This design comes from an exercise in tuning for small area, a short achievable clock period and few clock cycles on the open sky130 flow, not from production work. In this exercise RTL edits were held to simulation tests only and were not proved equivalent to the original.

==> v8: inputs <==
// systolic_matvec
module systolic_matvec (
   input  logic         clk,
   input  logic         reset,
   input  logic         in_valid,
   output logic         in_ready,
   input  logic [15:0]  in_data,
   input  logic [127:0] in_weight,
   input  logic         in_last,
   output logic         out_valid,
   input  logic         out_ready,
   output logic [39:0]  out_data,
   output logic [2:0]   out_index,
   output logic         out_last,
   output logic         busy
);
clock: 11.0 ns
lec_check: 0
cap_margin: 20
core_margin: 2
core_utilization: 40
slew_margin: 60
synth_hierarchical: 1
standard.sh (not shown) runs the stock make flow with config.mk's settings and CLKGATE_MAP_FILE= SYNTH_SCRIPT=/design/flow/synth_recipe.tcl, a recipe that flattens the netlist after the stock synthesis.
==> flow/flow/run.sh <==
#!/bin/bash
# The standard layout (standard.sh: standard synthesis, floorplan, place,
# CTS, route, finish), with the timing-repair steps asked to leave 7 ns of setup
# slack at the design's 11 ns clock, so that they work on the slow paths.
# make's full output goes to flow_standard.log; each ORFS step also keeps its
# own log under orfs/logs/.
set -euo pipefail
bash standard.sh SETUP_SLACK_MARGIN=7 finish > flow_standard.log 2>&1
==> v14 (differences from v8) <==
--- a/flow/design.v
+++ b/flow/design.v
@@ -1,57 +1,43 @@
-module smv_enc (
-   input  logic [2:0] db,
-   output logic       one,
-   output logic       two,
-   output logic       neg
-);
-   assign one = db[1] ^ db[0];
-   assign two = (db[2] & ~db[1] & ~db[0]) | (~db[2] & db[1] & db[0]);
-   assign neg = db[2] & ~(db[1] & db[0]);
-endmodule
 module smv_lane (
    input  logic              clk,
-   input  logic              take,      
-   input  logic [15:0]       in_d,
+   input  logic [7:0]        one_n,     
+   input  logic [7:0]        two_n,     
+   input  logic [7:0]        neg_n,
    input  logic [15:0]       in_w,
    input  logic              gate_n,    
-   output logic [15:0]       d,         
+   output logic [7:0]        neg,       
    output logic [39:0]       acc,
    output logic [9-1:0]   cy
 );
    logic [15:0]     w;
    logic            gate;
+   logic [7:0]      one, two;
    logic [39:0]     ag;
    logic [9-1:0] cg;
    logic [16:0]     pp [8];
    logic [39:0]     rs, rc;
    logic [39:0]     an;
    logic [9-1:0] cn;
    always_ff @(posedge clk) begin
-      d    <= take ? in_d : 16'd0;
+      one  <= one_n;
+      two  <= two_n;
+      neg  <= neg_n;
       w    <= in_w;
       gate <= gate_n;
    end
-   logic [7:0] one_l, two_l, neg_l, one_h, two_h, neg_h;
-   for (genvar j = 0; j < 8; j++) begin : g_enc
-      logic [2:0] db;
-      assign db = {d[2*j+1], d[2*j], (j > 0) ? d[(j > 0) ? 2*j-1 : 0] : 1'b0};
-      smv_enc u_lo (.db(db), .one(one_l[j]), .two(two_l[j]), .neg(neg_l[j]));
-      smv_enc u_hi (.db(db), .one(one_h[j]), .two(two_h[j]), .neg(neg_h[j]));
-   end
    assign ag = acc & {40{~gate}};
    assign cg = cy & {9{~gate}};
    always_comb begin
       for (int j = 0; j < 8; j++) begin
          for (int b = 0; b < 17; b++) begin
             logic wb, wl, r;
             wb = (b < 16) ? w[b] : w[15];
             wl = (b > 0) ? w[b-1] : 1'b0;
-            if (b < 9) r = ((one_l[j] & wb) | (two_l[j] & wl)) ^ neg_l[j];
-            else       r = ((one_h[j] & wb) | (two_h[j] & wl)) ^ neg_h[j];
+            r  = ((one[j] & wb) | (two[j] & wl)) ^ neg[j];
             pp[j][b] = (b == 16) ? ~r : r;
          end
       end
    end
    logic t_s0;
    logic t_c0;
    logic t_s1;
@@ -692,40 +678,53 @@
       done_n  = l1 ? 1'b1 : (xfer ? 1'b0 : done_q);
       fresh_n = v1 ? 1'b0 : (fresh_q | xfer);
       bval_n  = xfer ? 1'b1 : ((fill_s && k == 3'd7) ? 1'b0 : bval);
       sv_n    = fill_s ? 1'b1 : (take_o ? 1'b0 : sv);
       ov_n    = take_o ? 1'b1 : (out_ready ? 1'b0 : ov);
       gate_n  = ~reset | fresh_n | (done_n & ~bval_n);
    end
-   logic [15:0]   d0;
+   logic [7:0] one_e, two_e, neg_e;
+   always_comb begin
+      for (int j = 0; j < 8; j++) begin
+         logic bh, bm, bl;
+         bh = in_data[2*j+1];
+         bm = in_data[2*j];
+         bl = (j > 0) ? in_data[2*j-1] : 1'b0;
+         one_e[j] = accept & (bm ^ bl);
+         two_e[j] = accept & ((bh & ~bm & ~bl) | (~bh & bm & bl));
+         neg_e[j] = accept & bh & ~(bm & bl);
+      end
+   end
+   logic [7:0]    neg0;
    logic [39:0]   acc [8];
    logic [NC-1:0] cy  [8];
    for (genvar i = 0; i < 8; i++) begin : g_lane
-      logic [15:0] d_l;
+      logic [7:0] neg_l;
       smv_lane u_lane (
          .clk   (clk),
-         .take  (accept),
-         .in_d  (in_data),
+         .one_n (one_e),
+         .two_n (two_e),
+         .neg_n (neg_e),
          .in_w  (in_weight[i*16 +: 16]),
          .gate_n(gate_n),
-         .d     (d_l),
+         .neg   (neg_l),
          .acc   (acc[i]),
          .cy    (cy[i])
       );
-      if (i == 0) begin : g_d0
-         assign d0 = d_l;
+      if (i == 0) begin : g_neg0
+         assign neg0 = neg_l;
       end
    end
    localparam logic [39:0] KCONST = 40'hffaaab0000;
    logic [39:0] c_acc;
    logic [39:0] kn;
    always_comb begin
       kn = KCONST;
       for (int j = 0; j < 8; j++)
-         kn[2*j] = d0[2*j+1] & ~(d0[2*j] & ((j > 0) ? d0[2*j-1] : 1'b0));
+         kn[2*j] = neg0[j];
    end
    always_ff @(posedge clk) begin
       c_acc <= (gate_q ? 40'd0 : c_acc) + kn;
    end
    logic [39:0]   b_acc [8];
    logic [NC-1:0] b_cy  [8];
    logic [39:0]   b_c;
==> flow/run.sh (new file) <==
#!/bin/bash
# synth_recipe.tcl (not shown) runs the flow's synth.tcl, then flattens the netlist and writes it again
# the make line also repeats each setting of config.mk as NAME=value (left out here)
make -C /OpenROAD-flow-scripts/flow DESIGN_CONFIG=/design/flow/config.mk WORK_HOME=/design/flow/orfs CLKGATE_MAP_FILE= SYNTH_SCRIPT=/design/flow/synth_recipe.tcl finish
removed: flow/flow/run.sh
removed: flow/standard.sh
==> v29 (differences from v8) <==
--- a/flow/design.v
+++ b/flow/design.v
@@ -1,57 +1,43 @@
-module smv_enc (
-   input  logic [2:0] db,
-   output logic       one,
-   output logic       two,
-   output logic       neg
-);
-   assign one = db[1] ^ db[0];
-   assign two = (db[2] & ~db[1] & ~db[0]) | (~db[2] & db[1] & db[0]);
-   assign neg = db[2] & ~(db[1] & db[0]);
-endmodule
 module smv_lane (
    input  logic              clk,
-   input  logic              take,      
-   input  logic [15:0]       in_d,
+   input  logic [7:0]        one_n,     
+   input  logic [7:0]        two_n,     
+   input  logic [7:0]        neg_n,
    input  logic [15:0]       in_w,
    input  logic              gate_n,    
-   output logic [15:0]       d,         
+   output logic [7:0]        neg,       
    output logic [39:0]       acc,
    output logic [9-1:0]   cy
 );
    logic [15:0]     w;
    logic            gate;
+   logic [7:0]      one, two;
    logic [39:0]     ag;
    logic [9-1:0] cg;
    logic [16:0]     pp [8];
    logic [39:0]     rs, rc;
    logic [39:0]     an;
    logic [9-1:0] cn;
    always_ff @(posedge clk) begin
-      d    <= take ? in_d : 16'd0;
+      one  <= one_n;
+      two  <= two_n;
+      neg  <= neg_n;
       w    <= in_w;
       gate <= gate_n;
    end
-   logic [7:0] one_l, two_l, neg_l, one_h, two_h, neg_h;
-   for (genvar j = 0; j < 8; j++) begin : g_enc
-      logic [2:0] db;
-      assign db = {d[2*j+1], d[2*j], (j > 0) ? d[(j > 0) ? 2*j-1 : 0] : 1'b0};
-      smv_enc u_lo (.db(db), .one(one_l[j]), .two(two_l[j]), .neg(neg_l[j]));
-      smv_enc u_hi (.db(db), .one(one_h[j]), .two(two_h[j]), .neg(neg_h[j]));
-   end
    assign ag = acc & {40{~gate}};
    assign cg = cy & {9{~gate}};
    always_comb begin
       for (int j = 0; j < 8; j++) begin
          for (int b = 0; b < 17; b++) begin
             logic wb, wl, r;
             wb = (b < 16) ? w[b] : w[15];
             wl = (b > 0) ? w[b-1] : 1'b0;
-            if (b < 9) r = ((one_l[j] & wb) | (two_l[j] & wl)) ^ neg_l[j];
-            else       r = ((one_h[j] & wb) | (two_h[j] & wl)) ^ neg_h[j];
+            r  = ((one[j] & wb) | (two[j] & wl)) ^ neg[j];
             pp[j][b] = (b == 16) ? ~r : r;
          end
       end
    end
    logic t_s0;
    logic t_c0;
    logic t_s1;
@@ -692,40 +678,53 @@
       done_n  = l1 ? 1'b1 : (xfer ? 1'b0 : done_q);
       fresh_n = v1 ? 1'b0 : (fresh_q | xfer);
       bval_n  = xfer ? 1'b1 : ((fill_s && k == 3'd7) ? 1'b0 : bval);
       sv_n    = fill_s ? 1'b1 : (take_o ? 1'b0 : sv);
       ov_n    = take_o ? 1'b1 : (out_ready ? 1'b0 : ov);
       gate_n  = ~reset | fresh_n | (done_n & ~bval_n);
    end
-   logic [15:0]   d0;
+   logic [7:0] one_e, two_e, neg_e;
+   always_comb begin
+      for (int j = 0; j < 8; j++) begin
+         logic bh, bm, bl;
+         bh = in_data[2*j+1];
+         bm = in_data[2*j];
+         bl = (j > 0) ? in_data[2*j-1] : 1'b0;
+         one_e[j] = accept & (bm ^ bl);
+         two_e[j] = accept & ((bh & ~bm & ~bl) | (~bh & bm & bl));
+         neg_e[j] = accept & bh & ~(bm & bl);
+      end
+   end
+   logic [7:0]    neg0;
    logic [39:0]   acc [8];
    logic [NC-1:0] cy  [8];
    for (genvar i = 0; i < 8; i++) begin : g_lane
-      logic [15:0] d_l;
+      logic [7:0] neg_l;
       smv_lane u_lane (
          .clk   (clk),
-         .take  (accept),
-         .in_d  (in_data),
+         .one_n (one_e),
+         .two_n (two_e),
+         .neg_n (neg_e),
          .in_w  (in_weight[i*16 +: 16]),
          .gate_n(gate_n),
-         .d     (d_l),
+         .neg   (neg_l),
          .acc   (acc[i]),
          .cy    (cy[i])
       );
-      if (i == 0) begin : g_d0
-         assign d0 = d_l;
+      if (i == 0) begin : g_neg0
+         assign neg0 = neg_l;
       end
    end
    localparam logic [39:0] KCONST = 40'hffaaab0000;
    logic [39:0] c_acc;
    logic [39:0] kn;
    always_comb begin
       kn = KCONST;
       for (int j = 0; j < 8; j++)
-         kn[2*j] = d0[2*j+1] & ~(d0[2*j] & ((j > 0) ? d0[2*j-1] : 1'b0));
+         kn[2*j] = neg0[j];
    end
    always_ff @(posedge clk) begin
       c_acc <= (gate_q ? 40'd0 : c_acc) + kn;
    end
    logic [39:0]   b_acc [8];
    logic [NC-1:0] b_cy  [8];
    logic [39:0]   b_c;
==> results_dict.tcl <==
set metrics [dict create \
    final-clk-cell-share_pct 4.46 \
    status "complete, no violations" \
    drt-met1-wl_mm 132 \
    hold_path_end "b_acc[6][30]" \
    cp_cell_sequence "buf_6 > buf_6 > o22ai_4 > buf_6 > a22oi_2 > xor2_2 > fa_1 > fa_2 > inv_2 > fa_1 > fa_1 > ha_2 > fa_2 > a21o_1 > a21oi_2 > xnor2_1" \
    fin_cells 13200 \
]
# the run above: v8

==> results_dict.tcl <==
set metrics [dict create \
    status "complete, no violations" \
    cts_htree_levels 4 \
    cts.path.max_buffers 3 \
    dp.cells 11400 \
    cp_cell_sequence "buf_4 > buf_4 > a22oi_1 > nand4_1 > ha_1 > a21oi_1 > o21ai_1 > a221o_1 > a21o_1 > o2bb2ai_1 > a311o_1 > a21oi_2 > xnor2_1" \
    drt-met1-wl_mm 122 \
    sh_seq_area_pct 29.9 \
    powerClk_mw 5.29 \
    fin_cells 11900 \
    final-clk-cell-share_pct 4.83 \
    tapCellCount 3202 \
    p_leak_nw 42.9 \
    fin_ws_ns 7.04 \
]
# the run above: v29

==> results_dict.tcl <==
set metrics [dict create \
    ys_types 72 \
    timing.hold.ws_ns 0.417 \
    fin_cells 11700 \
    grtUsageMet1_pct 32.2 \
    slew_headroom_pct 56.1 \
    status "complete, no violations" \
    synth-seq-cells 1311 \
    cp_cell_sequence "buf_4 > a22oi_1 > nand4_1 > ha_1 > inv_1 > fa_1 > nor2b_1 > o2111ai_1 > a21oi_1 > o2111ai_1 > a21oi_1 > o21ai_1 > o21ai_1 > xor2_1" \
    hold_path_end "b_acc[0][8]" \
    synth_top_family_by_area "adder cells" \
    final-clk-cell-share_pct 5.03 \
]
# the run above: v14

Testbench counts of v8, summed over its fixed seeds: cycles 7,191.
Testbench counts of v14, summed over its fixed seeds: cycles 7,191.
Testbench counts of v29, summed over its fixed seeds: cycles 7,191.

==> port drivers added, routing unchanged <==
In the flow no input, the clock included, has a driving cell. The finished layouts below were timed again as built, in two steps. Step 1: set_driving_cell puts a clkbuf_16 on clk and a buf_2 on each other input, an assumption about the parent block. Step 2 adds t to the input delays and takes it off the output delays; t is the mean of the earliest and latest rising clock arrival at the registers after step 1. Input paths then give back, and output paths get back, about the clock's delay inside the block. a / b / c = no drivers / after step 1 / after step 2; a / b = the first two.
run	t, ns	slack for setup (ns)	worst slew at a driven data input, ns
v8	0.910	6.821 / 6.821 / 6.308	0.08
v14	0.921	6.615 / 6.615 / 6.394	0.19
v29	0.910	7.037 / 6.982 / 6.296	0.16
After both steps setup and hold are still met in every run listed. For v29, which loses most, drivers alone change the setup slack by -0.055 ns; drivers and shift together by -0.741 ns.
